From an optimization exercise on the open Yosys and OpenROAD flow, aimed at small area and a short achievable clock period; shortcuts taken in it are not production practice.
The RTL was checked by simulation tests, not by an equivalence proof against the original design.
Power figures rest on the tool's default switching activity, not on a simulated workload.

$ cat flow/constraint.sdc
create_clock -name core_clock -period 5.8 [get_ports {CLK}]
set_input_delay 1.1600 -clock core_clock [delete_from_list [all_inputs] [get_ports {CLK}]]
set_output_delay 1.1600 -clock core_clock [all_outputs]
set_load 0.01 [all_outputs]
$ cat flow/run.sh
#!/bin/bash
# synth_recipe.tcl (not shown) runs the flow's synth.tcl, then flattens the netlist and writes it again
# the make line also repeats each setting of config.mk as NAME=value (left out here)
make -C /OpenROAD-flow-scripts/flow DESIGN_CONFIG=/design/flow/config.mk WORK_HOME=/design/flow/orfs CLKGATE_MAP_FILE= SYNTH_SCRIPT=/design/flow/synth_recipe.tcl finish
$ cat flow/design.v
module dmem_read_queue #(
    parameter int BLOCK_ADDR_W = 13,
    parameter int DEPTH        = 4
) (
    input  logic                    CLK,
    input  logic                    nRST,
    input  logic                    req0_valid,
    input  logic [BLOCK_ADDR_W-1:0] req0_addr,
    input  logic                    req1_valid,
    input  logic [BLOCK_ADDR_W-1:0] req1_addr,
    input  logic                    rd_deq,
    output logic                    rd_head_valid,
    output logic [BLOCK_ADDR_W-1:0] rd_head_addr,
    output logic                    rd_head_port
);
    localparam int PTR_W = $clog2(DEPTH);
    logic [BLOCK_ADDR_W-1:0] q_addr [DEPTH];
    logic                    q_port [DEPTH];
    logic [PTR_W:0]   head;
    logic [PTR_W:0]   tail;
    logic [PTR_W-1:0] tail_idx;
    logic [PTR_W-1:0] tail_idx_1;
    assign tail_idx   = tail[PTR_W-1:0];
    assign tail_idx_1 = tail_idx + 1'b1;
    assign rd_head_valid = (head != tail);
    assign rd_head_addr  = q_addr[head[PTR_W-1:0]];
    assign rd_head_port  = q_port[head[PTR_W-1:0]];
    logic [DEPTH-1:0] take0, take1, keep;
    always_comb begin
        for (int i = 0; i < DEPTH; i++) begin
            take0[i] = (PTR_W'(i) == tail_idx) && req0_valid;
            take1[i] = ((PTR_W'(i) == tail_idx) && !req0_valid && req1_valid) ||
                       ((PTR_W'(i) == tail_idx_1) && req0_valid && req1_valid);
            keep[i]  = !(take0[i] || take1[i]);
        end
    end
    always_ff @(posedge CLK) begin
        for (int i = 0; i < DEPTH; i++) begin
            q_addr[i] <= ({BLOCK_ADDR_W{keep[i]}}  & q_addr[i]) |
                         ({BLOCK_ADDR_W{take0[i]}} & req0_addr) |
                         ({BLOCK_ADDR_W{take1[i]}} & req1_addr);
            q_port[i] <= (keep[i] & q_port[i]) | take1[i];
        end
    end
    always_ff @(posedge CLK or negedge nRST) begin
        if (!nRST) begin
            head <= '0;
            tail <= '0;
        end else begin
            tail <= tail + {{(PTR_W-1){1'b0}}, req0_valid & req1_valid, req0_valid ^ req1_valid};
            if (rd_deq) begin
                head <= head + 1'b1;
            end
        end
    end
endmodule
module dmem_write_queue #(
    parameter int BLOCK_ADDR_W = 13,
    parameter int DATA_W       = 64,
    parameter int DEPTH        = 6
) (
    input  logic                    CLK,
    input  logic                    nRST,
    input  logic                    req0_valid,
    input  logic [BLOCK_ADDR_W-1:0] req0_addr,
    input  logic [DATA_W-1:0]       req0_data,
    input  logic                    req1_valid,
    input  logic [BLOCK_ADDR_W-1:0] req1_addr,
    input  logic [DATA_W-1:0]       req1_data,
    input  logic                    wr_deq,
    input  logic [BLOCK_ADDR_W-1:0] search_addr,
    input  logic                    sel_search,
    output logic [BLOCK_ADDR_W-1:0] wr_head_addr,
    output logic                    wr_empty,
    output logic                    slow_down,
    output logic                    fwd_hit,
    output logic [DATA_W-1:0]       data_out
);
    logic [BLOCK_ADDR_W-1:0] q_addr [DEPTH];
    logic [DATA_W-1:0]       q_data [DEPTH];
    logic [DEPTH-1:0] head;
    logic [DEPTH-1:0] tail;
    logic [DEPTH-1:0] valid;
    logic [DEPTH-1:0] tail_r1;
    logic [DEPTH-1:0] tail_r2;
    logic [DEPTH-1:0] head_r1;
    logic [DEPTH-1:0] wen;
    logic [DEPTH-1:0] match;
    logic [DEPTH-1:0] youngest;
    logic [DEPTH-1:0] sel;
    logic [2:0]       n_free;
    assign tail_r1 = {tail[DEPTH-2:0], tail[DEPTH-1]};
    assign tail_r2 = {tail_r1[DEPTH-2:0], tail_r1[DEPTH-1]};
    assign head_r1 = {head[DEPTH-2:0], head[DEPTH-1]};
    assign wr_empty = ~|valid;
    always_comb begin
        n_free = '0;
        for (int i = 0; i < DEPTH; i++) begin
            n_free = n_free + {2'b00, ~valid[i]};
        end
    end
    assign slow_down = (n_free < 3'd2);
    assign wen = ((req0_valid | req1_valid) ? tail : '0) |
                 ((req0_valid & req1_valid) ? tail_r1 : '0);
    logic [DEPTH-1:0] take0, take1, keep;
    assign take0 = wen & tail & {DEPTH{req0_valid}};
    assign take1 = wen & ~take0;
    assign keep  = ~wen;
    always_ff @(posedge CLK) begin
        for (int i = 0; i < DEPTH; i++) begin
            q_addr[i] <= ({BLOCK_ADDR_W{keep[i]}}  & q_addr[i]) |
                         ({BLOCK_ADDR_W{take0[i]}} & req0_addr) |
                         ({BLOCK_ADDR_W{take1[i]}} & req1_addr);
            q_data[i] <= ({DATA_W{keep[i]}}  & q_data[i]) |
                         ({DATA_W{take0[i]}} & req0_data) |
                         ({DATA_W{take1[i]}} & req1_data);
        end
    end
    always_ff @(posedge CLK or negedge nRST) begin
        if (!nRST) begin
            head  <= DEPTH'(1);
            tail  <= DEPTH'(1);
            valid <= '0;
        end else begin
            if (req0_valid & req1_valid) begin
                tail <= tail_r2;
            end else if (req0_valid | req1_valid) begin
                tail <= tail_r1;
            end
            if (wr_deq) begin
                head <= head_r1;
            end
            valid <= (valid & ~(wr_deq ? head : '0)) | wen;
        end
    end
    always_comb begin
        for (int i = 0; i < DEPTH; i++) begin
            match[i] = valid[i] && (q_addr[i] == search_addr);
        end
    end
    always_comb begin
        logic stop;
        logic blk;
        for (int i = 0; i < DEPTH; i++) begin
            stop = 1'b0;
            blk  = 1'b0;
            for (int k = 1; k < DEPTH; k++) begin
                stop = stop | tail[(i+k)%DEPTH];
                blk  = blk | (match[(i+k)%DEPTH] & ~stop);
            end
            youngest[i] = match[i] & ~blk;
        end
    end
    assign fwd_hit = |match;
    assign sel = sel_search ? youngest : head;
    always_comb begin
        data_out     = '0;
        wr_head_addr = '0;
        for (int i = 0; i < DEPTH; i++) begin
            data_out     = data_out | (sel[i] ? q_data[i] : '0);
            wr_head_addr = wr_head_addr | (head[i] ? q_addr[i] : '0);
        end
    end
endmodule
module mem_access_ctrl #(
    parameter int BLOCK_ADDR_W = 13,
    parameter int WORD_W       = 32
) (
    input  logic                    CLK,
    input  logic                    nRST,
    input  logic                    imem0_ren,
    input  logic [BLOCK_ADDR_W-1:0] imem0_addr,
    input  logic                    imem1_ren,
    input  logic [BLOCK_ADDR_W-1:0] imem1_addr,
    input  logic                    rd_head_valid,
    input  logic [BLOCK_ADDR_W-1:0] rd_head_addr,
    input  logic                    rd_head_port,
    input  logic [BLOCK_ADDR_W-1:0] wr_head_addr,
    input  logic                    wr_empty,
    input  logic                    fwd_hit,
    input  logic [2*WORD_W-1:0]     q_data,
    input  logic [1:0]              ram_state,
    input  logic [WORD_W-1:0]       ram_load,
    input  logic                    dcache0_flushed,
    input  logic                    dcache1_flushed,
    output logic                    rd_deq,
    output logic                    wr_deq,
    output logic [BLOCK_ADDR_W-1:0] search_addr,
    output logic                    sel_search,
    output logic                    ram_ren,
    output logic                    ram_wen,
    output logic [BLOCK_ADDR_W:0]   ram_addr,
    output logic [WORD_W-1:0]       ram_store,
    output logic                    imem0_hit,
    output logic [2*WORD_W-1:0]     imem0_load,
    output logic                    imem1_hit,
    output logic [2*WORD_W-1:0]     imem1_load,
    output logic                    dmem0_valid,
    output logic [2*WORD_W-1:0]     dmem0_data,
    output logic                    dmem1_valid,
    output logic [2*WORD_W-1:0]     dmem1_data,
    output logic                    flushed
);
    logic acc0, acc1, halt, arb;
    logic srch;
    logic                    w_read;
    logic                    w_write;
    logic                    w_port;
    logic [BLOCK_ADDR_W-1:0] w_addr;
    logic [2*WORD_W-1:0]     w_data;
    logic       lru;
    logic [1:0] resp_valid;
    logic ram_done;
    logic halt_req;
    logic pick_rd, pick_wr, pick_f, pick_any;
    logic f_port;
    logic fwd_take;
    logic acc0_done, acc1_done;
    logic lo_en, hi_en;
    assign arb      = ~(acc0 | acc1 | halt);
    assign ram_done = (ram_state == 2'd2);
    assign halt_req = dcache0_flushed & dcache1_flushed & wr_empty;
    assign pick_rd  = ~halt_req & rd_head_valid;
    assign pick_wr  = ~rd_head_valid & ~wr_empty;
    assign pick_f   = ~halt_req & ~rd_head_valid & wr_empty & (imem0_ren | imem1_ren);
    assign pick_any = ~halt_req & (rd_head_valid | ~wr_empty | imem0_ren | imem1_ren);
    assign f_port   = imem1_ren & (~imem0_ren | lru);
    assign rd_deq = arb & pick_rd;
    assign wr_deq = arb & pick_wr;
    assign search_addr = w_addr;
    assign sel_search  = srch;
    assign fwd_take    = srch & fwd_hit;
    assign acc0_done   = acc0 & ~fwd_take & ram_done;
    assign acc1_done   = acc1 & ram_done;
    always_ff @(posedge CLK or negedge nRST) begin
        if (!nRST) begin
            acc0       <= 1'b0;
            acc1       <= 1'b0;
            halt       <= 1'b0;
            srch       <= 1'b0;
            lru        <= 1'b0;
            resp_valid <= 2'b00;
            flushed    <= 1'b0;
        end else begin
            acc0       <= arb ? pick_any : (acc0 & ~fwd_take & ~ram_done);
            acc1       <= acc0_done | (acc1 & ~ram_done);
            halt       <= halt | (arb & halt_req);
            srch       <= arb & pick_rd;
            if (arb & pick_f) begin
                lru <= ~f_port;
            end
            resp_valid <= (w_read & (fwd_take | acc1_done)) ? {w_port, ~w_port} : 2'b00;
            flushed    <= halt;
        end
    end
    always_ff @(posedge CLK) begin
        if (arb) begin
            w_read  <= rd_head_valid;
            w_write <= ~rd_head_valid & ~wr_empty;
            w_port  <= rd_head_valid ? rd_head_port : f_port;
            w_addr  <= rd_head_valid ? rd_head_addr :
                       (~wr_empty    ? wr_head_addr :
                       (f_port       ? imem1_addr : imem0_addr));
        end
    end
    assign lo_en = arb | srch | acc0_done;
    assign hi_en = arb | srch | acc1_done;
    always_ff @(posedge CLK) begin
        w_data[WORD_W-1:0] <=
            ({WORD_W{~lo_en}} & w_data[WORD_W-1:0]) |
            ({WORD_W{acc0_done}} & ram_load) |
            ({WORD_W{lo_en & ~acc0_done}} & q_data[WORD_W-1:0]);
        w_data[2*WORD_W-1:WORD_W] <=
            ({WORD_W{~hi_en}} & w_data[2*WORD_W-1:WORD_W]) |
            ({WORD_W{acc1_done}} & ram_load) |
            ({WORD_W{hi_en & ~acc1}} & q_data[2*WORD_W-1:WORD_W]);
    end
    assign ram_ren   = ((acc0 & ~fwd_take) | acc1) & ~w_write;
    assign ram_wen   = (acc0 | acc1) & w_write;
    assign ram_addr  = {w_addr, acc1};
    assign ram_store = acc1 ? w_data[2*WORD_W-1:WORD_W] : w_data[WORD_W-1:0];
    assign dmem0_valid = resp_valid[0];
    assign dmem1_valid = resp_valid[1];
    assign dmem0_data  = w_data;
    assign dmem1_data  = w_data;
    assign imem0_hit  = acc1_done & ~w_read & ~w_write & ~w_port & imem0_ren & (imem0_addr == w_addr);
    assign imem1_hit  = acc1_done & ~w_read & ~w_write &  w_port & imem1_ren & (imem1_addr == w_addr);
    assign imem0_load = {ram_load, w_data[WORD_W-1:0]};
    assign imem1_load = {ram_load, w_data[WORD_W-1:0]};
endmodule
module dual_mem_controller (
    input  logic        CLK,
    input  logic        nRST,
    input  logic        imem0_ren,
    input  logic [12:0] imem0_addr,
    input  logic        imem1_ren,
    input  logic [12:0] imem1_addr,
    input  logic        dmem0_rd_valid,
    input  logic [12:0] dmem0_rd_addr,
    input  logic        dmem1_rd_valid,
    input  logic [12:0] dmem1_rd_addr,
    input  logic        dmem0_wr_valid,
    input  logic [12:0] dmem0_wr_addr,
    input  logic [63:0] dmem0_wr_data,
    input  logic        dmem1_wr_valid,
    input  logic [12:0] dmem1_wr_addr,
    input  logic [63:0] dmem1_wr_data,
    input  logic        dcache0_flushed,
    input  logic        dcache1_flushed,
    input  logic [1:0]  ram_state,
    input  logic [31:0] ram_load,
    output logic        imem0_hit,
    output logic [63:0] imem0_load,
    output logic        imem1_hit,
    output logic [63:0] imem1_load,
    output logic        dmem0_rd_resp_valid,
    output logic [63:0] dmem0_rd_resp_data,
    output logic        dmem1_rd_resp_valid,
    output logic [63:0] dmem1_rd_resp_data,
    output logic        slow_down,
    output logic        flushed,
    output logic        ram_ren,
    output logic        ram_wen,
    output logic [13:0] ram_addr,
    output logic [31:0] ram_store
);
    logic        rd_head_valid;
    logic [12:0] rd_head_addr;
    logic        rd_head_port;
    logic        rd_deq;
    logic [12:0] wr_head_addr;
    logic        wr_empty;
    logic        wr_deq;
    logic [12:0] search_addr;
    logic        sel_search;
    logic        fwd_hit;
    logic [63:0] q_data;
    dmem_read_queue #(.BLOCK_ADDR_W(13), .DEPTH(4)) read_q_i (
        .CLK           (CLK),
        .nRST          (nRST),
        .req0_valid    (dmem0_rd_valid),
        .req0_addr     (dmem0_rd_addr),
        .req1_valid    (dmem1_rd_valid),
        .req1_addr     (dmem1_rd_addr),
        .rd_deq        (rd_deq),
        .rd_head_valid (rd_head_valid),
        .rd_head_addr  (rd_head_addr),
        .rd_head_port  (rd_head_port)
    );
    dmem_write_queue #(.BLOCK_ADDR_W(13), .DATA_W(64), .DEPTH(6)) write_q_i (
        .CLK           (CLK),
        .nRST          (nRST),
        .req0_valid    (dmem0_wr_valid),
        .req0_addr     (dmem0_wr_addr),
        .req0_data     (dmem0_wr_data),
        .req1_valid    (dmem1_wr_valid),
        .req1_addr     (dmem1_wr_addr),
        .req1_data     (dmem1_wr_data),
        .wr_deq        (wr_deq),
        .search_addr   (search_addr),
        .sel_search    (sel_search),
        .wr_head_addr  (wr_head_addr),
        .wr_empty      (wr_empty),
        .slow_down     (slow_down),
        .fwd_hit       (fwd_hit),
        .data_out      (q_data)
    );
    mem_access_ctrl #(.BLOCK_ADDR_W(13), .WORD_W(32)) access_ctrl_i (
        .CLK             (CLK),
        .nRST            (nRST),
        .imem0_ren       (imem0_ren),
        .imem0_addr      (imem0_addr),
        .imem1_ren       (imem1_ren),
        .imem1_addr      (imem1_addr),
        .rd_head_valid   (rd_head_valid),
        .rd_head_addr    (rd_head_addr),
        .rd_head_port    (rd_head_port),
        .wr_head_addr    (wr_head_addr),
        .wr_empty        (wr_empty),
        .fwd_hit         (fwd_hit),
        .q_data          (q_data),
        .ram_state       (ram_state),
        .ram_load        (ram_load),
        .dcache0_flushed (dcache0_flushed),
        .dcache1_flushed (dcache1_flushed),
        .rd_deq          (rd_deq),
        .wr_deq          (wr_deq),
        .search_addr     (search_addr),
        .sel_search      (sel_search),
        .ram_ren         (ram_ren),
        .ram_wen         (ram_wen),
        .ram_addr        (ram_addr),
        .ram_store       (ram_store),
        .imem0_hit       (imem0_hit),
        .imem0_load      (imem0_load),
        .imem1_hit       (imem1_hit),
        .imem1_load      (imem1_load),
        .dmem0_valid     (dmem0_rd_resp_valid),
        .dmem0_data      (dmem0_rd_resp_data),
        .dmem1_valid     (dmem1_rd_resp_valid),
        .dmem1_data      (dmem1_rd_resp_data),
        .flushed         (flushed)
    );
endmodule
$ cat flow/config.mk
export PLATFORM = sky130hd
export DESIGN_NAME = dual_mem_controller
export DESIGN_NICKNAME = dual_mem_controller
export VERILOG_FILES = /design/flow/design.v
export SDC_FILE = /design/flow/constraint.sdc
export NUM_CORES = 4
export LEC_CHECK = 0
export CAP_MARGIN = 20
export CORE_MARGIN = 2
export CORE_UTILIZATION = 40
export SLEW_MARGIN = 20
==> flow_summary.yaml <==
run_status:
  outcome: "no timing/DRC/antenna violations"
sta:
  slew_violations: 0
  setup_viol: 0
  timing.hold.ws_ns: 0.4272
  period_share_pct: 87.06
  final-hold-violation-count: 0
  relSlewSlack_pct: 19.26
  rsz0062_at_grt: "no"
  worst_clock_skew_ns: 0.02557
  fin_ws_ns: 0.7508
  worst_pin_slew_ns: 1.211
  period_needed_ns: 5.049
  max_freq_mhz: 198.1
  fin_tns_setup_ns: 0
clocking:
  clock_sinks: 630
  ctsHoldBuffers: 0
  clk_pin_slew_worst_paths_ns: 0.06
  cts_made_buffers: 71
  cts_max_level: 3
  cts_resized: 0
  clk_path_buf_depth: 3
  root_buffer: "clkbuf_16"
  worstSkewPairLatency_ns: 0.65
  cts_setup_buffers: 0
  cts_tree: "built"
synth:
  yosys_warnings: 7
  synth-edff-count: 16
  avgSynthCellArea_sq_um: 8.328
  syn_nets: 4021
  syn-cell-area_sq_um: 31320
  async_reset_ff_share_pct: 5.079
  synth_cells: 3760
  ys_types: 78
  yosysSeqAreaShare_pct: 41.31
  synth-main-ff-cell: "dfxtp_1"
  synth_seq_cells: 630
layout:
  area_growth_pct: 23.09
  nets: 4226
  drive_above_1_share_pct: 6.922
  final_core_util_pct: 49.76
  n_fill_cell: 7409
  seq_area_sq_um: 12940
  design_area_sq_um: 38550
  multiInputGateArea_sq_um: 15680
placed_design:
  dpl_cell_area_sq_um: 36210
  place_ws_ns: 0.8391
  place.gp.congestion: 0.9050
  port_buffers: 559
  dp_hpwl_mm: 89.25
die:
  io-pin-count: 560
  dieWidth_um: 283.8
  core_area_sq_um: 77470
  start_util_pct: 40.42
  die_h_um: 283.8
  dieArea_sq_um: 80540
  rows: 102
power_and_ir_drop:
  switching_share_pct: 35.84
  clock_power_share_pct: 29.5
  power_frac_seq_pct: 43.4
  p_per_area_nw_per_um2: 396.9
  power_switching_mw: 5.484
  leakage_nw: 15.33
  p_comb_share_pct: 27.1
  internal-power_mw: 9.817
  irDropWorstVdd_uv: 283.2
worst_setup_path:
  r2r.worst_path.cells: 9
  crit_path_max_fanout: 9
  crit_arrival_ns: 3.89
  r2r_slack_ns: 1.49
  crit_required_ns: 4.64
  timing.rr.end: "access_ctrl_i.w_data[30]"
  crit_path_start_kind: "flip-flop"
  r2r_start: "access_ctrl_i.w_addr[5]"
  crit_path_end_kind: "output pin"
  worstSetupPathType: "flip-flop to output pin"
global_route:
  track_usage_pct: 33.67
  grt_max_degree: 79
  grt_pass1_wl_mm: 203.7
  grt_pass1_vias: 29192
  grtUsageMet3_pct: 7.918
  grt_overflow: 0
  antenna_found_initial: 31
  busiest_layer: "met2"
  met2_usage_pct: 53.13
  met1_usage_pct: 43.44
flow_run:
  cap_viol_max_count: 0
routing:
  drc: 0
  wl_per_cell_um: 27.91
  vias_per_cell: 6.073
  drt_iter0_drc: 3805
  dr.pass1.iters: 7
  ant_nets: 0
  postRouteWirelength_mm: 141.5
  via_count: 30776
min_path:
  min_path_type: "flip-flop to flip-flop"
  holdPathEnd: "access_ctrl_i.flushed"
  worstHoldStart: "access_ctrl_i.halt"
  min_path_cells: 0
[through the flow]
step	cells	power, mW
finish	5068	15.30
floorplan	3760	8.926
CTS	5056	15.22
detailed placement	4932	10.73
global placement	4932	10.65
global route	5064	15.95
[cell usage after synthesis (all sizes together) (2+ instances only)]
master	number	area share, %
a2111oi	32	1.8
a21boi	33	0.79
a21oi	23	0.37
a221oi	33	1.3
a222oi	46	1.5
a22o	32	0.90
a22oi	640	15
a31o	2	0.084
a31oi	52	1.1
and2	13	0.26
and3	3	0.060
buf	244	5.7
clkbuf	242	2.9
dfrtp	30	2.4
dfstp	2	0.17
dfxtp	582	37
edfxtp	16	1.5
fa	3	0.19
ha	8	0.32
inv	50	0.60
mux2	32	1.2
nand2	1135	14
nand2b	4	0.080
nand3	28	0.45
nand3b	3	0.072
nand4	41	0.82
nand4b	3	0.084
nor2	102	1.2
nor2b	10	0.22
nor3	11	0.21
nor3b	50	1.2
nor4	12	0.35
o2111a	17	0.61
o211ai	14	0.34
o21a	3	0.072
o21ai	55	0.89
o22ai	13	0.30
o31ai	3	0.10
or2	3	0.068
or4	19	0.46
xnor2	91	2.5
xor2	10	0.28
[metal layers]
| layer | routed length, um | share of wire (%) |
|---|---|---|
| met1 | 56030 | 40 |
| met2 | 63280 | 45 |
| met3 | 15090 | 11 |
| met4 | 6875 | 4.9 |
| met5 | 184 | 0.13 |
[layout by cell type (no fill, tap or decap), drive strengths merged, types with 8 or more instances in the layout]
master            n
a2111oi          32
a222oi           46
a31oi            52
edfxtp           16
dfrtp            30
or4              19
o211ai           14
clkdlybuf4s50   558
nand3            28
a21boi           33
a21oi            23
ha                8
nor4             12
buf              60
nand4            41
a22o             32
xor2             10
o2111a           17
a221oi           33
nor2            102
o22ai            13
clkbuf          106
dfxtp           582
nor3             11
and2             13
diode            12
mux2             32
a22oi           640
inv              53
nor2b            10
nor3b            50
clkinv           12
nand2          1135
xnor2            91
o21ai            55
[power by group through the flow]
stage	clock network (mW)	registers (mW)	logic, mW
floorplan	0	6.30	2.63
global placement	0	6.65	4.00
detailed placement	0	6.66	4.07
CTS	4.55	6.58	4.08
global route	4.72	6.75	4.48
finish	4.52	6.63	4.15
[cell type report]
cell class                      instances  share of cell area, %
Tap cell                             1040                  3.376
Clock buffer                          106                  5.262
Clock inverter                         18                 0.7044
Inverter                               51                 0.4966
Antenna cell                           12                0.07790
Multi-Input combinational cell       2593                  40.67
Sequential cell                       630                  33.56
Timing Repair Buffer                  618                  15.85
[worst max-delay path by stage]
stage	from	endpoint	cells past startpoint
global route	access_ctrl_i.w_addr[5]	ram_ren	8
CTS	ram_state[1]	imem0_hit	7
global placement	ram_state[1]	imem0_hit	7
detailed placement	ram_state[1]	imem0_hit	7
finish	access_ctrl_i.w_addr[5]	ram_ren	8
floorplan	ram_state[1]	imem0_hit	7
[worst max-delay path: stages, from the launching register on]
cell and delay [ns]:
edfxtp_1 0.80, xnor2_1 0.19, nand4_1 0.19, nor4_2 0.67
nor2_1 0.15, a31oi_1 0.40, nand2b_1 0.19, a21oi_1 0.08
clkdlybuf4s50_1 0.56
[sequential cells by signal, indices dropped and copies added, names as in the netlist, named ones only]
signal,flops
write_q_i.q_data,384
write_q_i.q_addr,78
access_ctrl_i.w_data,64
read_q_i.q_addr,52
access_ctrl_i.w_addr,13
write_q_i.head,6
write_q_i.tail,6
write_q_i.valid,6
read_q_i.q_port,4
read_q_i.head,3
read_q_i.tail,3
access_ctrl_i.resp_valid,2
access_ctrl_i.acc0,1
access_ctrl_i.flushed,1
access_ctrl_i.halt,1
access_ctrl_i.lru,1
access_ctrl_i.srch,1
access_ctrl_i.w_port,1
access_ctrl_i.w_read,1
access_ctrl_i.w_write,1
[cells by family after synthesis]
logic type / share of synthesized area (%)
mux: 1.183
flops: 41.31
compound gates: 25.69
buf+inv: 9.190
fa+ha+maj: 0.5114
simple gates: 19.29
xor+xnor: 2.825

-- afterwards: timing with drivers on the ports --
In the flow no input, the clock included, has a driving cell. The finished layout below was timed again as built, in two steps.
Step 1 sets driving cells, clkbuf_16 on the clock port and buf_2 on the other inputs (assumed; they add their load-dependent delay and slew).
Step 2 adds t to the input delays and takes it off the output delays; t is the mean of the earliest and latest rising clock arrival at the registers after step 1. Input paths then give back, and output paths get back, about the clock's delay inside the block.
Three values: no drivers, after step 1, after step 2; two values: the first two.
shift t [ns]: 0.708
slack for setup (ns): 0.751 / 0.680 / 0.857
worst setup path after step 2: input to output
worst slew at a driven data input, ns: 0.18
After both steps this run still meets setup and hold. For this run, drivers alone change the setup slack by -0.071 ns; drivers and shift together by +0.106 ns.
